This is an optimization exercise on Yosys and OpenROAD, whose aim is small area, a short achievable clock period and few clock cycles per item, not a production implementation.
At most, simulation tests tie the RTL to the original design; equivalence was not proved.
The RTL of runs 1 to 3 was laid out without a check of its function.
No activity file was given, so power comes from the tool's default toggle rates.

==> flow/design.v (outline; a module is shown in full before it is edited, if it fits) <==
// module goertzel_power_detect: 2025 lines
// module goertzel_fa: 10 lines
// module goertzel_hold: 10 lines
// module goertzel_abs: 23 lines
// module goertzel_ha: 9 lines
module goertzel_power_detect #(
   parameter int OW       = 20,
   parameter int PW       = 2*OW+1,
   parameter int HOLD_ON  = 3,
   parameter int HOLD_OFF = 3
) (
   input  logic            i_clk,
   input  logic            i_rst,
   input  logic [2*OW-1:0] s_axis_tdata,
   input  logic            s_axis_tvalid,
   output logic            s_axis_tready,
   output logic [PW-1:0]   m_axis_tdata,
   output logic            m_axis_tuser,
   output logic            m_axis_tvalid,
   input  logic            m_axis_tready,
   input  logic [PW-1:0]   i_threshold,
   output logic            o_detect
);
  // ...
==> flow/flow/run.sh <==
#!/bin/bash
# Standard ORFS layout (the standard.sh, standard synthesis unchanged),
# with the port buffers made from the smallest buffer cell.
set -euo pipefail
bash standard.sh BUFFER_PORTS_ARGS="-buffer_cell sky130_fd_sc_hd__buf_1" finish > standard_flow.log 2>&1
==> flow/standard.sh <==
#!/bin/bash
# synth_recipe.tcl (not shown) runs the flow's synth.tcl, then flattens the netlist and writes it again
# the make line also repeats each setting of config.mk as NAME=value (left out here)
make -C /OpenROAD-flow-scripts/flow DESIGN_CONFIG=/design/flow/config.mk WORK_HOME=/design/flow/orfs CLKGATE_MAP_FILE= SYNTH_SCRIPT=/design/flow/synth_recipe.tcl "${@:-finish}"
==> flow/config.mk <==
export PLATFORM = sky130hd
export DESIGN_NAME = goertzel_power_detect
export DESIGN_NICKNAME = goertzel_power_detect
export VERILOG_FILES = /design/flow/design.v
export SDC_FILE = /design/flow/constraint.sdc
export NUM_CORES = 4
export LEC_CHECK = 0
export CAP_MARGIN = 20
export CORE_MARGIN = 2
export CORE_UTILIZATION = 40
export CTS_BUF_LIST = sky130_fd_sc_hd__clkbuf_8
export SETUP_SLACK_MARGIN = 3.95
export SLEW_MARGIN = 20
export SYNTH_HIERARCHICAL = 1
export SYNTH_MINIMUM_KEEP_SIZE = 0
==> flow/constraint.sdc <==
create_clock -name core_clock -period 8.0 [get_ports {i_clk}]
set_input_delay 1.6000 -clock core_clock [delete_from_list [all_inputs] [get_ports {i_clk}]]
set_output_delay 1.6000 -clock core_clock [all_outputs]
set_load 0.01 [all_outputs]
==> flow_metrics.tcl, run 1 <==
set metrics [dict create \
    outcome "timing/DRC/antenna clean" \
    synth_top_family_by_area "adder cells" \
    final-nonclk-buf-share_pct 3.52 \
    taps 592 \
    ys_types 64 \
    min_to "g_mid.r_mid[74]$_DFFE_PP_" \
    grt_max_degree 110 \
    min_from "g_in.r_im[19]$_DFF_P_" \
    power_switching_w 0.00395 \
    clockBufferCount 17 \
    clkPwrFrac_pct 7.1 \
    synthAdderAreaFrac_pct 44.8 \
    routed.top_layer "met4" \
    power_w 0.00857 \
    inverters 136 \
    worstHoldPathCells 0 \
    wirelength_um 46000 \
    pre_cts_ws_ns 3.60 \
    final_antenna_net_count 0 \
    syn_to_final_growth_pct 8.28 \
    nets 2246 \
    cts_sinks 163 \
    core_area_um2 44400 \
    cts_buffer_depth 2 \
    fin_cells 2326 \
    critical_path_required_ns 8.28 \
    pwr_density_cell_nw_per_um2 438 \
]
==> module goertzel_abs, before the edit <==
module goertzel_abs #(
   parameter int W = 2
) (
   input  logic [W-1:0] i_x,
   output logic [W-1:0] o_m
);
   localparam int c_L = $clog2(W);
   logic [W-1:0] w_y, w_c;
   logic [W-1:0] w_p [0:c_L];
   assign w_y = i_x ^ {W{i_x[W-1]}};
   always_comb begin
      w_p[0] = w_y;
      for (int k = 1; k <= c_L; k++) begin
         for (int i = 0; i < W; i++) begin
            if (i >= (1 << (k - 1))) w_p[k][i] = w_p[k-1][i] & w_p[k-1][i - (1 << (k - 1))];
            else                     w_p[k][i] = w_p[k-1][i];
         end
      end
      w_c[0] = i_x[W-1];
      for (int i = 1; i < W; i++) w_c[i] = i_x[W-1] & w_p[c_L][i-1];
   end
   assign o_m = w_y ^ w_c;
endmodule
==> run 2, diff against run 1 <==
--- a/flow/design.v
+++ b/flow/design.v
@@ -37,20 +37,20 @@
    logic            r_det;
    logic [c_CW-1:0] r_cnt, w_cnt_nxt;
    logic            w_det_nxt;
    assign w_en          = !r_v3 || m_axis_tready;
    assign s_axis_tready = w_en;
    logic [2*OW-1:0] w_in_new;
    generate
       if (c_ABS) begin : g_abs
-         logic [2*OW-1:0] w_abs;
-         goertzel_abs #(.W(OW)) u_abs_re (.i_x(s_axis_tdata[2*OW-1:OW]), .o_m(w_abs[2*OW-1:OW]));
-         goertzel_abs #(.W(OW)) u_abs_im (.i_x(s_axis_tdata[OW-1:0]),     .o_m(w_abs[OW-1:0]));
-         assign w_in_new = c_INV ? ~w_abs : w_abs;
+         goertzel_abs #(.W(OW), .INV(c_INV)) u_abs_re (
+            .i_x(s_axis_tdata[2*OW-1:OW]), .o_m(w_in_new[2*OW-1:OW]));
+         goertzel_abs #(.W(OW), .INV(c_INV)) u_abs_im (
+            .i_x(s_axis_tdata[OW-1:0]), .o_m(w_in_new[OW-1:0]));
       end else begin : g_nabs
          assign w_in_new = s_axis_tdata;
       end
    endgenerate
    generate
       if (c_INREG) begin : g_in
          logic            r_v1;
          logic [OW-1:0]   r_re, r_im;
@@ -2040,17 +2040,18 @@
    input  logic         i_load,
    input  logic [W-1:0] i_new,
    input  logic [W-1:0] i_old,
    output logic [W-1:0] o_d
 );
    assign o_d = i_load ? i_new : i_old;
 endmodule
 module goertzel_abs #(
-   parameter int W = 2
+   parameter int W   = 2,
+   parameter bit INV = 1'b0    
 ) (
    input  logic [W-1:0] i_x,
    output logic [W-1:0] o_m
 );
    localparam int c_L = $clog2(W);
    logic [W-1:0] w_y, w_c;
    logic [W-1:0] w_p [0:c_L];
    assign w_y = i_x ^ {W{i_x[W-1]}};
@@ -2060,17 +2061,17 @@
          for (int i = 0; i < W; i++) begin
             if (i >= (1 << (k - 1))) w_p[k][i] = w_p[k-1][i] & w_p[k-1][i - (1 << (k - 1))];
             else                     w_p[k][i] = w_p[k-1][i];
          end
       end
       w_c[0] = i_x[W-1];
       for (int i = 1; i < W; i++) w_c[i] = i_x[W-1] & w_p[c_L][i-1];
    end
-   assign o_m = w_y ^ w_c;
+   assign o_m = w_y ^ w_c ^ {W{INV}};
 endmodule
 module goertzel_ha (
    input  logic i_a,
    input  logic i_b,
    output logic o_s,
    output logic o_c
 );
    assign o_s = i_a ^ i_b;
--- a/flow/config.mk
+++ b/flow/config.mk
@@ -4,12 +4,12 @@
 export VERILOG_FILES = /design/flow/design.v
 export SDC_FILE = /design/flow/constraint.sdc
 export NUM_CORES = 4
 export LEC_CHECK = 0
 export CAP_MARGIN = 20
 export CORE_MARGIN = 2
 export CORE_UTILIZATION = 40
 export CTS_BUF_LIST = sky130_fd_sc_hd__clkbuf_8
-export SETUP_SLACK_MARGIN = 3.95
+export SETUP_SLACK_MARGIN = 4.0
 export SLEW_MARGIN = 20
 export SYNTH_HIERARCHICAL = 1
 export SYNTH_MINIMUM_KEEP_SIZE = 0
==> run 2 against run 1 <==
Compared with the run above: area after synthesis up 0.13%; via count hardly changed; global-route usage up 0.33 points; count of clock-buffer cells in the layout unchanged; final cell count is 0.69% lower; utilization up 0.17 points; synthesized cell count fell by 1.0%; sequential share of layout area increased by 0.089 points; critical endpoint is now s_axis_tready; highest routed layer unchanged.
==> flow_metrics.tcl, run 2 <==
set metrics [dict create \
    post-route-period-util_pct 49.5 \
    drc_errors 0 \
    critical_path_required_ns 6.40 \
    synthCells 1627 \
    grt_usage_pct 21.0 \
    hold_ws_ns 0.456 \
    drtIter0Drc 958 \
    antenna_found_initial 0 \
    setup_violations 0 \
    cts_buffers 17 \
    synth_area_leader_cell "fa_1" \
    cts-root-buf "clkbuf_8" \
    slowest_delay_ns 0.26 \
    synthTopCellsByCount "nor2_1, fa_1, edfxtp_1" \
    rsz0062_at_grt "no" \
    power.leakage_nw 8.45 \
    fin_area_um2 19600 \
    syn_to_final_growth_pct 8.56 \
    hold_violations 0 \
    grt_max_degree 65 \
    grt_pass1_vias 13482 \
    avgSynthCellArea_um2 11.1 \
    yosysWarnings 9 \
    synth_area_leaders "fa_1, edfxtp_1, nor2_1" \
    cts_sinks 163 \
    period_needed_ns 3.96 \
    r2r_slack_ns 4.12 \
    via_per_inst 5.37 \
    largest_reg_flops 76 \
    dr_total_vias 12396 \
    yosysSeqAreaShare_pct 24.5 \
    place_hpwl_um 35700 \
    critPathKind "in -> out" \
    ctsHoldBuffers 0 \
    worstSkewPairLatency_ns 0.53 \
    pwr_density_cell_nw_per_um2 439 \
    pre_cts_ws_ns 3.60 \
    dieArea_um2 46900 \
    largestRegisters "g_mid.r_mid: 76 flops, r_pwr: 40 flops" \
    syn-num-nets 2152 \
    crit_buf_inv 3 \
    max_freq_mhz 252 \
    core_area_um2 44400 \
    syn-cell-area_um2 18100 \
    io_pins 130 \
    ys_types 66 \
    start_kind "input port" \
    critical_path_arrival_ns 2.36 \
    cts_buffer_depth 2 \
    std_cell_rows 77 \
    setup_slack_ns 4.04 \
    dieHeight_um 217 \
    synth_ff_type "edfxtp_1" \
    htreeDepth 4 \
    maxCapViolCount 0 \
    vdd_ir_drop_max_v 0.000239 \
    grt_pass1_wl_um 75000 \
    timing.final.max_slew_violations 0 \
    regMostFlops "g_mid.r_mid" \
    critPathMaxFanout 4 \
    synth.top_cell.area_share_pct 38.2 \
    maxSlewHeadroom_pct 43.0 \
    gr-total-overflow 0 \
    fin_tns_setup_ns 0 \
    final_antenna_net_count 0 \
    final_cell_mix "nor2_1, fa_1, buf_1" \
    gp_congestion 0.893 \
    cts_tree "built" \
    drive_gt1_share_pct 9.25 \
    synth-edff-count 117 \
    ys_ff_latch 163 \
    synthArstFlopShare_pct 0 \
    hold_path_class "reg -> reg" \
    crit_family "buffers and inverters" \
    end_kind "output pin" \
    place_area_um2 19100 \
    yosysMostFrequentCell "nor2_1" \
    cp_cell_sequence "buf_4 > nor2b_4 > clkinvlp_4 > buf_6" \
    layout_commonest_cell "nor2_1" \
    post_drt_wl_per_cell_um 20.3 \
    outcome "timing/DRC/antenna clean" \
    worst_slew_pin_slew_ns 0.856 \
    clk_pin_slew_ns 0.10 \
    die_x_um 217 \
    wirelength_um 46800 \
    slowest_stage "clkinvlp_4" \
    dr.pass1.iters 7 \
    io_buffers 128 \
    nets 2230 \
    clock-skew-final_ns 0.0168 \
    n_antenna_cell 0 \
    initial_core_util_pct 40.7 \
]
run 2: changes by cell type after synthesis, sizes merged, moves of 6 or more:
cell   delta
inv      -40
o21ai     -6
xnor2    -22
nand4     +8
o31ai     -6
nor2      +8
or4       -6
xor2     +32
run 2: modules after synthesis, one instance, submodules excluded, excerpt:
module,copies in the design,cells,flip-flops and latches,cell area [um2]
goertzel_fa,344,1,0,20.0
goertzel_power_detect,1,1080,163,9420
goertzel_ha,9,1,0,12.5
run 2: power by group:
part | switching [W] | total (W) | internal (W) | leakage (nW)
clock | 0.000388 | 0.000622 | 0.000234 | 0.193
combinational | 0.00328 | 0.00592 | 0.00265 | 6.61
sequential | 0.000312 | 0.00206 | 0.00175 | 1.65
total | 0.00398 | 0.00861 | 0.00463 | 8.45
run 2: worst reg2reg max path: cells and delay by family (launching register included):
kind,cells,cell delay [ns]
adder cells (fa/ha/maj),6,2.81
flip-flops,1,0.45
AND/OR/NAND/NOR,1,0.10
buffers and inverters,1,0.27
run 2: worst paths after layout:
| kind | start | endpoint | cells past startpoint |
|---|---|---|---|
| min | g_mid.r_v2$_SDFFE_PP0P_ | g_mid.r_v2$_SDFFE_PP0P_ | 2 |
| min reg2reg | g_mid.r_v2$_SDFFE_PP0P_ | g_mid.r_v2$_SDFFE_PP0P_ | 2 |
| max reg2reg | g_in.r_im[10]$_DFF_P_ | g_mid.r_mid[46]$_DFFE_PP_ | 8 |
| max | m_axis_tready | s_axis_tready | 4 |
run 2: timing repair:
item | in CTS | in global routing
setup endpoints to repair | 28 | 21
pin swaps | 0 | 0
gates resized for setup | 25 | 36
setup buffers | 0 | 1
run 2: through the flow:
stage	total power, W	util [%]	std cells
floorplan	0.00626	-	1627
global route	0.00966	44.2	2310
finish	0.00861	44.2	2310
global placement	0.00782	43.0	2277
CTS	0.00870	44.0	2309
detailed placement	0.00804	43.0	2277
run 2: cell type report:
type	count	area, um2
Fill cell	4154	24800
Multi-Input combinational cell	1273	12900
Sequential cell	163	4520
Tap cell	592	741
Timing Repair Buffer	154	726
Inverter	96	364
Clock buffer	17	234
Clock inverter	15	156
run 2: cells by family after synthesis:
logic type                 synth area share, %
muxes                                     2.72
and+or+nand+nor                           12.8
AOI/OAI and AO/OA                         6.89
buffers and inverters                     4.21
xor gates and xnor gates                  4.02
adders and majority gates                 44.8
other                                   0.0207
DFF                                       24.5
run 2: layer usage:
metal  routed length, um  part of all wire [%]  vias up  global-route usage, %
met4                1840                   3.9        0                   8.97
met5                   0                     0        -                      0
met3                3230                   6.9       97                   5.19
met2               22100                    47      459                   34.4
met1               19600                    42     6326                   26.6
li1                    -                     -     5514                      -
==> run 3, diff against run 2 <==
--- a/flow/config.mk
+++ b/flow/config.mk
@@ -5,11 +5,11 @@
 export SDC_FILE = /design/flow/constraint.sdc
 export NUM_CORES = 4
 export LEC_CHECK = 0
-export CAP_MARGIN = 20
+export CAP_MARGIN = 0
 export CORE_MARGIN = 2
 export CORE_UTILIZATION = 40
 export CTS_BUF_LIST = sky130_fd_sc_hd__clkbuf_8
 export SETUP_SLACK_MARGIN = 4.0
-export SLEW_MARGIN = 20
+export SLEW_MARGIN = 0
 export SYNTH_HIERARCHICAL = 1
 export SYNTH_MINIMUM_KEEP_SIZE = 0
==> run 3 against run 2 <==
Compared with the run above: still clean; first-iteration DRC count stayed put; sequential cell count stayed put; count of clock-buffer cells in the layout stayed put; non-clock buffer count stayed put; area after synthesis stayed put; sequential power hardly changed; maximum frequency stayed put; critical endpoint unchanged.
==> flow_metrics.tcl, run 3 <==
set metrics [dict create \
    ys_types 66 \
    crit_family "buffers and inverters" \
    critPathMaxFanout 4 \
    grt_max_degree 65 \
    dr.pass1.iters 7 \
    critPathKind "in -> out" \
    sw_frac_of_total_pct 46.2 \
    post_drt_wl_per_cell_um 20.3 \
    synthTopCellsByCount "nor2_1, fa_1, edfxtp_1" \
    cts_buffer_depth 2 \
    regMostFlops "g_mid.r_mid" \
    synthArstFlopShare_pct 0 \
    maxSlewHeadroom_pct 43.0 \
    max_freq_mhz 252 \
    io_buffers 128 \
    avgSynthCellArea_um2 11.1 \
    core_area_um2 44400 \
    synth_ff_type "edfxtp_1" \
    setup_slack_ns 4.04 \
    outcome "timing/DRC/antenna clean" \
    vdd_ir_drop_max_v 0.000239 \
    cts-root-buf "clkbuf_8" \
    synth_area_leaders "fa_1, edfxtp_1, nor2_1" \
    rsz0062_at_grt "no" \
    synthCells 1627 \
    yosysWarnings 9 \
    place_hpwl_um 35700 \
    critical_path_required_ns 6.40 \
    clkPwrFrac_pct 7.2 \
    synth-edff-count 117 \
    combPwrFrac_pct 68.8 \
    cts_buffers 17 \
    final_antenna_net_count 0 \
    initial_core_util_pct 40.7 \
    seqPwrFrac_pct 23.9 \
    gp_congestion 0.893 \
    dieArea_um2 46900 \
    std_cell_rows 77 \
    critical_path_arrival_ns 2.36 \
    drtIter0Drc 958 \
    synth.top_cell.area_share_pct 38.2 \
    grt_usage_pct 21.0 \
    ctsHoldBuffers 0 \
    layout_commonest_cell "nor2_1" \
    largestRegisters "g_mid.r_mid: 76 flops, r_pwr: 40 flops" \
    start_kind "input port" \
    syn-cell-area_um2 18100 \
    hold_violations 0 \
    antenna_found_initial 0 \
    pwr_density_cell_nw_per_um2 439 \
    slowest_delay_ns 0.26 \
    grt_pass1_vias 13482 \
    power_switching_w 0.00398 \
    via_per_inst 5.37 \
    ys_ff_latch 163 \
    dr_total_vias 12396 \
    power.leakage_nw 8.45 \
    htreeDepth 4 \
    syn-num-nets 2152 \
    timing.final.max_slew_violations 0 \
    final_cell_mix "nor2_1, fa_1, buf_1" \
    gr-total-overflow 0 \
    period_needed_ns 3.96 \
    pre_cts_ws_ns 3.60 \
    wirelength_um 46800 \
    nets 2230 \
    dieHeight_um 217 \
    post-route-period-util_pct 49.5 \
    crit_buf_inv 3 \
    drc_errors 0 \
    internal-power_w 0.00463 \
    fillCellCount 4154 \
    fin_tns_setup_ns 0 \
    cp_cell_sequence "buf_4 > nor2b_4 > clkinvlp_4 > buf_6" \
    slowest_stage "clkinvlp_4" \
    yosysSeqAreaShare_pct 24.5 \
    hold_path_class "reg -> reg" \
    clock-skew-final_ns 0.0168 \
    die_x_um 217 \
    cts_sinks 163 \
    largest_reg_flops 76 \
    n_antenna_cell 0 \
    setup_violations 0 \
    maxCapViolCount 0 \
    yosysMostFrequentCell "nor2_1" \
    synth_area_leader_cell "fa_1" \
    io_pins 130 \
    drive_gt1_share_pct 9.25 \
    clk_pin_slew_ns 0.10 \
    worst_slew_pin_slew_ns 0.856 \
    worstSkewPairLatency_ns 0.53 \
    syn_to_final_growth_pct 8.56 \
    grt_pass1_wl_um 75000 \
    cts_tree "built" \
    r2r_slack_ns 4.12 \
    end_kind "output pin" \
]
## run 3: cell counts after synthesis
Identical to the previous run, type by type.
## run 3: area by class of cell
cell class	count	area, um2	area share, %
clock buffer	17	234	1.19
clock inverter	15	156	0.797
inverter	96	364	1.86
multi-input combinational	1273	12900	65.7
sequential	163	4520	23.0
tap	592	741	3.77
timing repair buffer	154	726	3.70
## run 3: metrics by stage
step                      std cells  power (W)  util, %  hold WS (ns)  instance area, um2
after CTS                      2309    0.00870     44.0         0.461               19500
after detailed placement       2277    0.00804     43.0         0.446               19100
after global routing           2310    0.00966     44.2         0.476               19600
after floorplan                1627    0.00626        -         0.404               18100
after global placement         2277    0.00782     43.0         0.441               19100
final                          2310    0.00861     44.2         0.456               19600
## run 3: cell families after synthesis
| logic type | count (synthesis) | synth area share, % |
|---|---|---|
| DFF | 163 | 24.5 |
| xor gates and xnor gates | 83 | 4.02 |
| other | 1 | 0.0207 |
| AOI/OAI and AO/OA | 184 | 6.89 |
| and+or+nand+nor | 521 | 12.8 |
| muxes | 44 | 2.72 |
| adders and majority gates | 440 | 44.8 |
| buffers and inverters | 191 | 4.21 |
## run 3: routing by layer
layer / up-vias / share of wire (%) / track usage [%]
met1: 6326 / 42 / 26.6
met5: - / 0 / 0
met3: 97 / 6.9 / 5.19
met4: 0 / 3.9 / 8.97
li1: 5514 / - / -
met2: 459 / 47 / 34.4
## run 3: worst reg2reg max path: stages, from the launching register on
cell	delay (ns)
dfxtp_4	0.45
buf_4	0.27
nor2_1	0.10
fa_1	0.45
fa_1	0.57
fa_1	0.47
fa_1	0.40
fa_1	0.50
fa_1	0.42
## run 3: path summary, 6_finish.rpt
path                                         startpoint                        end  cells after the start
worst max-delay path                      m_axis_tready              s_axis_tready                      4
worst min-delay path            g_mid.r_v2$_SDFFE_PP0P_    g_mid.r_v2$_SDFFE_PP0P_                      2
worst max register to register    g_in.r_im[10]$_DFF_P_  g_mid.r_mid[46]$_DFFE_PP_                      8
worst min register to register  g_mid.r_v2$_SDFFE_PP0P_    g_mid.r_v2$_SDFFE_PP0P_                      2
## run 3: Yosys stat by module, one instance, submodules excluded, a selection
| module | cells inside | copies in the design | flops+latches |
|---|---|---|---|
| goertzel_power_detect | 1080 | 1 | 163 |
| goertzel_fa | 1 | 344 | 0 |
| goertzel_ha | 1 | 9 | 0 |
## run 3: timing repair
action	CTS	global route
setup endpoints to repair	28	21
gates resized for setup	25	36
setup buffers	0	1
## run 3: power groups by stage
stage | registers [W] | logic, W | clock network [W]
floorplan | 0.00199 | 0.00427 | 0
global placement | 0.00207 | 0.00575 | 0
detailed placement | 0.00208 | 0.00595 | 0
CTS | 0.00207 | 0.00598 | 0.000651
global route | 0.00212 | 0.00686 | 0.000680
finish | 0.00206 | 0.00592 | 0.000622
==> run 4, diff against run 3 <==
--- a/flow/design.v
+++ b/flow/design.v
@@ -2052,21 +2052,20 @@
    output logic [W-1:0] o_m
 );
    localparam int c_L = $clog2(W);
-   logic [W-1:0] w_y, w_c;
-   logic [W-1:0] w_p [0:c_L];
-   assign w_y = i_x ^ {W{i_x[W-1]}};
+   logic [W-1:0] w_o [0:c_L];
+   logic [W-1:0] w_f;
    always_comb begin
-      w_p[0] = w_y;
+      w_o[0] = i_x;
       for (int k = 1; k <= c_L; k++) begin
          for (int i = 0; i < W; i++) begin
-            if (i >= (1 << (k - 1))) w_p[k][i] = w_p[k-1][i] & w_p[k-1][i - (1 << (k - 1))];
-            else                     w_p[k][i] = w_p[k-1][i];
+            if (i >= (1 << (k - 1))) w_o[k][i] = w_o[k-1][i] | w_o[k-1][i - (1 << (k - 1))];
+            else                     w_o[k][i] = w_o[k-1][i];
          end
       end
-      w_c[0] = i_x[W-1];
-      for (int i = 1; i < W; i++) w_c[i] = i_x[W-1] & w_p[c_L][i-1];
+      w_f[0] = 1'b0;
+      for (int i = 1; i < W; i++) w_f[i] = i_x[W-1] & w_o[c_L][i-1];
    end
-   assign o_m = w_y ^ w_c ^ {W{INV}};
+   assign o_m = i_x ^ w_f ^ {W{INV}};
 endmodule
 module goertzel_ha (
    input  logic i_a,
--- a/flow/config.mk
+++ b/flow/config.mk
@@ -5,11 +5,11 @@
 export SDC_FILE = /design/flow/constraint.sdc
 export NUM_CORES = 4
 export LEC_CHECK = 0
-export CAP_MARGIN = 0
+export CAP_MARGIN = 20
 export CORE_MARGIN = 2
 export CORE_UTILIZATION = 40
 export CTS_BUF_LIST = sky130_fd_sc_hd__clkbuf_8
 export SETUP_SLACK_MARGIN = 4.0
-export SLEW_MARGIN = 0
+export SLEW_MARGIN = 20
 export SYNTH_HIERARCHICAL = 1
 export SYNTH_MINIMUM_KEEP_SIZE = 0
==> run 4 against run 3 <==
Compared with the run above: synthesized cell count shrank 2.7%; global-route usage shrank 0.11 points; critical path depth is the same; utilization shrank 0.28 points; critical endpoint unchanged.
==> flow_metrics.tcl, run 4 <==
set metrics [dict create \
    outcome "timing/DRC/antenna clean" \
    cts_buffer_depth 2 \
    drc_errors 0 \
    pre_cts_ws_ns 3.60 \
    start_kind "input port" \
    multi_input_area_um2 12600 \
    initial_core_util_pct 40.3 \
    clk_pin_slew_ns 0.09 \
    antenna_found_initial 0 \
    worstSkewPairLatency_ns 0.51 \
    final_cell_mix "nor2_1, fa_1, buf_1" \
    period_needed_ns 3.92 \
    maxSlewHeadroom_pct 35.7 \
    critPathKind "in -> out" \
    cts_buffers 17 \
    htreeDepth 4 \
    cts_sinks 163 \
    largestRegisters "g_mid.r_mid: 76 flops, r_pwr: 40 flops" \
    post_drt_wl_per_cell_um 20.1 \
    synthCells 1583 \
    grt_usage_pct 20.9 \
    std_cell_rows 77 \
    maxCapViolCount 0 \
    largest_reg_flops 76 \
    timing.final.max_slew_violations 0 \
    gr-total-overflow 0 \
    met3_usage_pct 3.87 \
    grt_max_degree 58 \
    yosysSeqAreaShare_pct 25.0 \
    grt.busiest_layer "met2" \
    hold_ws_ns 0.463 \
    syn_to_final_growth_pct 9.02 \
    grt_pass1_wl_um 73900 \
    dp_cells 2233 \
    yosysMostFrequentCell "nor2_1" \
    power.leakage_nw 8.39 \
    critical_path_arrival_ns 2.32 \
    power_switching_w 0.00381 \
    fin_tns_setup_ns 0 \
    dr.pass1.iters 7 \
    seqPwrFrac_pct 23.8 \
    ys_types 63 \
    clock-skew-final_ns 0.0179 \
    setup_violations 0 \
    final_antenna_net_count 0 \
    synthArstFlopShare_pct 0 \
    synthTopCellsByCount "nor2_1, fa_1, edfxtp_1" \
    pwr_density_cell_nw_per_um2 434 \
    synth.top_cell.area_share_pct 38.9 \
    synth_area_leader_cell "fa_1" \
    cts_tree "built" \
    fillCellCount 4173 \
    met2_usage_pct 35.0 \
    vdd_ir_drop_max_v 0.000202 \
    critPathMaxFanout 4 \
    ys_ff_latch 163 \
    synth_ff_type "edfxtp_1" \
    end_kind "output pin" \
    place_hpwl_um 34100 \
    yosysWarnings 9 \
    critical_path_required_ns 6.40 \
    drive_gt1_share_pct 9.43 \
    synth-edff-count 117 \
    combPwrFrac_pct 68.2 \
    dieArea_um2 46000 \
    die_x_um 215 \
    setup_slack_ns 4.08 \
    post-route-period-util_pct 49.0 \
    drtIter0Drc 878 \
    fin_util_pct 43.9 \
    max_freq_mhz 255 \
    worst_slew_pin_slew_ns 0.964 \
    io_pins 130 \
    hold_violations 0 \
    regMostFlops "g_mid.r_mid" \
    ctsHoldBuffers 0 \
    fin_cells 2269 \
    cts-root-buf "clkbuf_8" \
    grt_pass1_vias 13383 \
    dr_total_vias 12144 \
    rsz0062_at_grt "yes" \
    hold_path_class "reg -> reg" \
    sw_frac_of_total_pct 45.5 \
    syn-num-nets 2106 \
    syn-cell-area_um2 17700 \
    gp_congestion 0.877 \
    core_area_um2 44000 \
    via_per_inst 5.35 \
    internal-power_w 0.00457 \
    seq_area_um2 4500 \
    layout_commonest_cell "nor2_1" \
    avgSynthCellArea_um2 11.2 \
    globalRouteMet1Util_pct 26.9 \
    synth_area_leaders "fa_1, edfxtp_1, nor2_1" \
    io_buffers 128 \
    dieHeight_um 215 \
    clkPwrFrac_pct 8.1 \
    wirelength_um 45500 \
    nets 2186 \
]
run 4: cell types whose count changed after synthesis, sizes merged, moves of 4 or more:
| cell | change |
|---|---|
| nor2 | -8 |
| nor3b | -6 |
| nand2 | +4 |
| xnor2 | -16 |
| nand4 | -4 |
| nor4 | +4 |
| o31ai | +4 |
| and4b | -6 |
| buf | -4 |
| or3 | -4 |
| nor4b | -4 |
| nor3 | -4 |
| o21ai | +4 |
run 4: worst max-delay path, stage by stage:
cell and delay (ns):
buf_6 0.10, nor2b_4 0.17, clkinvlp_4 0.25, buf_6 0.19
run 4: area by class of cell:
class                           instances  share of cell area [%]
Clock inverter                         15                    1.01
Clock buffer                           17                    1.21
Antenna cell                            1                  0.0129
Inverter                               96                    1.88
Timing Repair Buffer                  154                    3.75
Multi-Input combinational cell       1231                    65.0
Tap cell                              592                    3.83
Sequential cell                       163                    23.3
run 4: worst paths after layout:
check | startpoint | end | slack (ns) | depth (start not counted)
worst max-delay path | m_axis_tready | s_axis_tready | 4.08 | 4
worst max register to register | g_in.r_im[6]$_DFF_P_ | g_mid.r_mid[48]$_DFFE_PP_ | 4.10 | 8
worst min register to register | g_in.r_re[0]$_DFF_P_ | g_mid.r_mid[1]$_DFFE_PP_ | 0.46 | 0
worst min-delay path | g_in.r_re[0]$_DFF_P_ | g_mid.r_mid[1]$_DFFE_PP_ | 0.46 | 0
run 4: kinds of logic (layout without fill, tap and decap cells):
group                      count (synthesis)  in the layout  share of synthesized area [%]
adders and majority gates                438            438                           45.5
DFF                                      163            163                           25.0
and+or+nand+nor                          497            497                           12.1
other                                      1              2                         0.0211
buffers and inverters                    189            282                           4.20
xor gates and xnor gates                  69             69                           3.41
AOI/OAI and AO/OA                        182            182                           6.99
muxes                                     44             44                           2.77
run 4: metal layers:
layer  wire length, um  up-vias
met4              1630        0
met5                 0        -
li1                  -     5354
met1             19100     6250
met3              2580       95
met2             22200      445
run 4: per-stage QoR:
step | power (W) | cell area, um2
2_1_floorplan | 0.00603 | 17800
3_3_place_gp | 0.00752 | 18800
3_5_place_dp | 0.00776 | 18800
4_1_cts | 0.00846 | 19200
5_1_grt | 0.00933 | 19300
6_report | 0.00839 | 19300
run 4: power by group through the flow:
| stage | clock network [W] | registers [W] | logic [W] |
|---|---|---|---|
| finish | 0.000678 | 0.00199 | 0.00572 |
| global route | 0.000733 | 0.00205 | 0.00654 |
| CTS | 0.000709 | 0.00200 | 0.00575 |
| detailed placement | 0 | 0.00202 | 0.00574 |
| global placement | 0 | 0.00201 | 0.00550 |
| floorplan | 0 | 0.00195 | 0.00408 |
run 4: Yosys stat by module (local to each module, per instance), excerpt:
module	area, um2	cells	copies in the design	flops+latches
goertzel_fa	20.0	1	344	0
goertzel_ha	12.5	1	9	0
goertzel_power_detect	9420	1080	1	163
run 4: what timing repair did:
item | CTS | global route
setup endpoints to repair | 28 | 18
resized for setup | 19 | 35
buffers inserted | 1 | 2
Testbench counts of run 4, summed over its fixed seeds: cycles 2,072, items 2,048.

==> separate check: timing with driven ports <==
The results above use ideal ports. As a check the final layouts listed here were re-extracted and re-timed, cells and wires unchanged. Step 1 sets driving cells, clkbuf_16 on the clock port and buf_2 on the other inputs (assumed; they add their load-dependent delay and slew). Step 2 adds t to the input delays and takes it off the output delays; t is the mean of the earliest and latest rising clock arrival at the registers after step 1. Input paths then give back, and output paths get back, about the clock's delay inside the block. Slacks: ideal ports / drivers / drivers and shift; pairs: ideal ports / drivers.
run | t (ns) | setup slack, ns | hold WS [ns] | worst setup path after step 2 | latest minus earliest clock arrival (ns)
run 1 | 0.578 | 4.025 / 4.023 / 3.635 | 0.440 / 0.440 / 0.440 | input to register | 0.018 / 0.018
run 2 | 0.570 | 4.039 / 4.017 / 3.552 | 0.456 / 0.456 / 0.456 | input to register | 0.018 / 0.018
run 3 | 0.570 | 4.039 / 4.017 / 3.552 | 0.456 / 0.456 / 0.456 | input to register | 0.018 / 0.018
run 4 | 0.560 | 4.080 / 4.046 / 3.710 | 0.463 / 0.463 / 0.463 | input to register | 0.019 / 0.019
After both steps setup and hold are still met in every run listed.
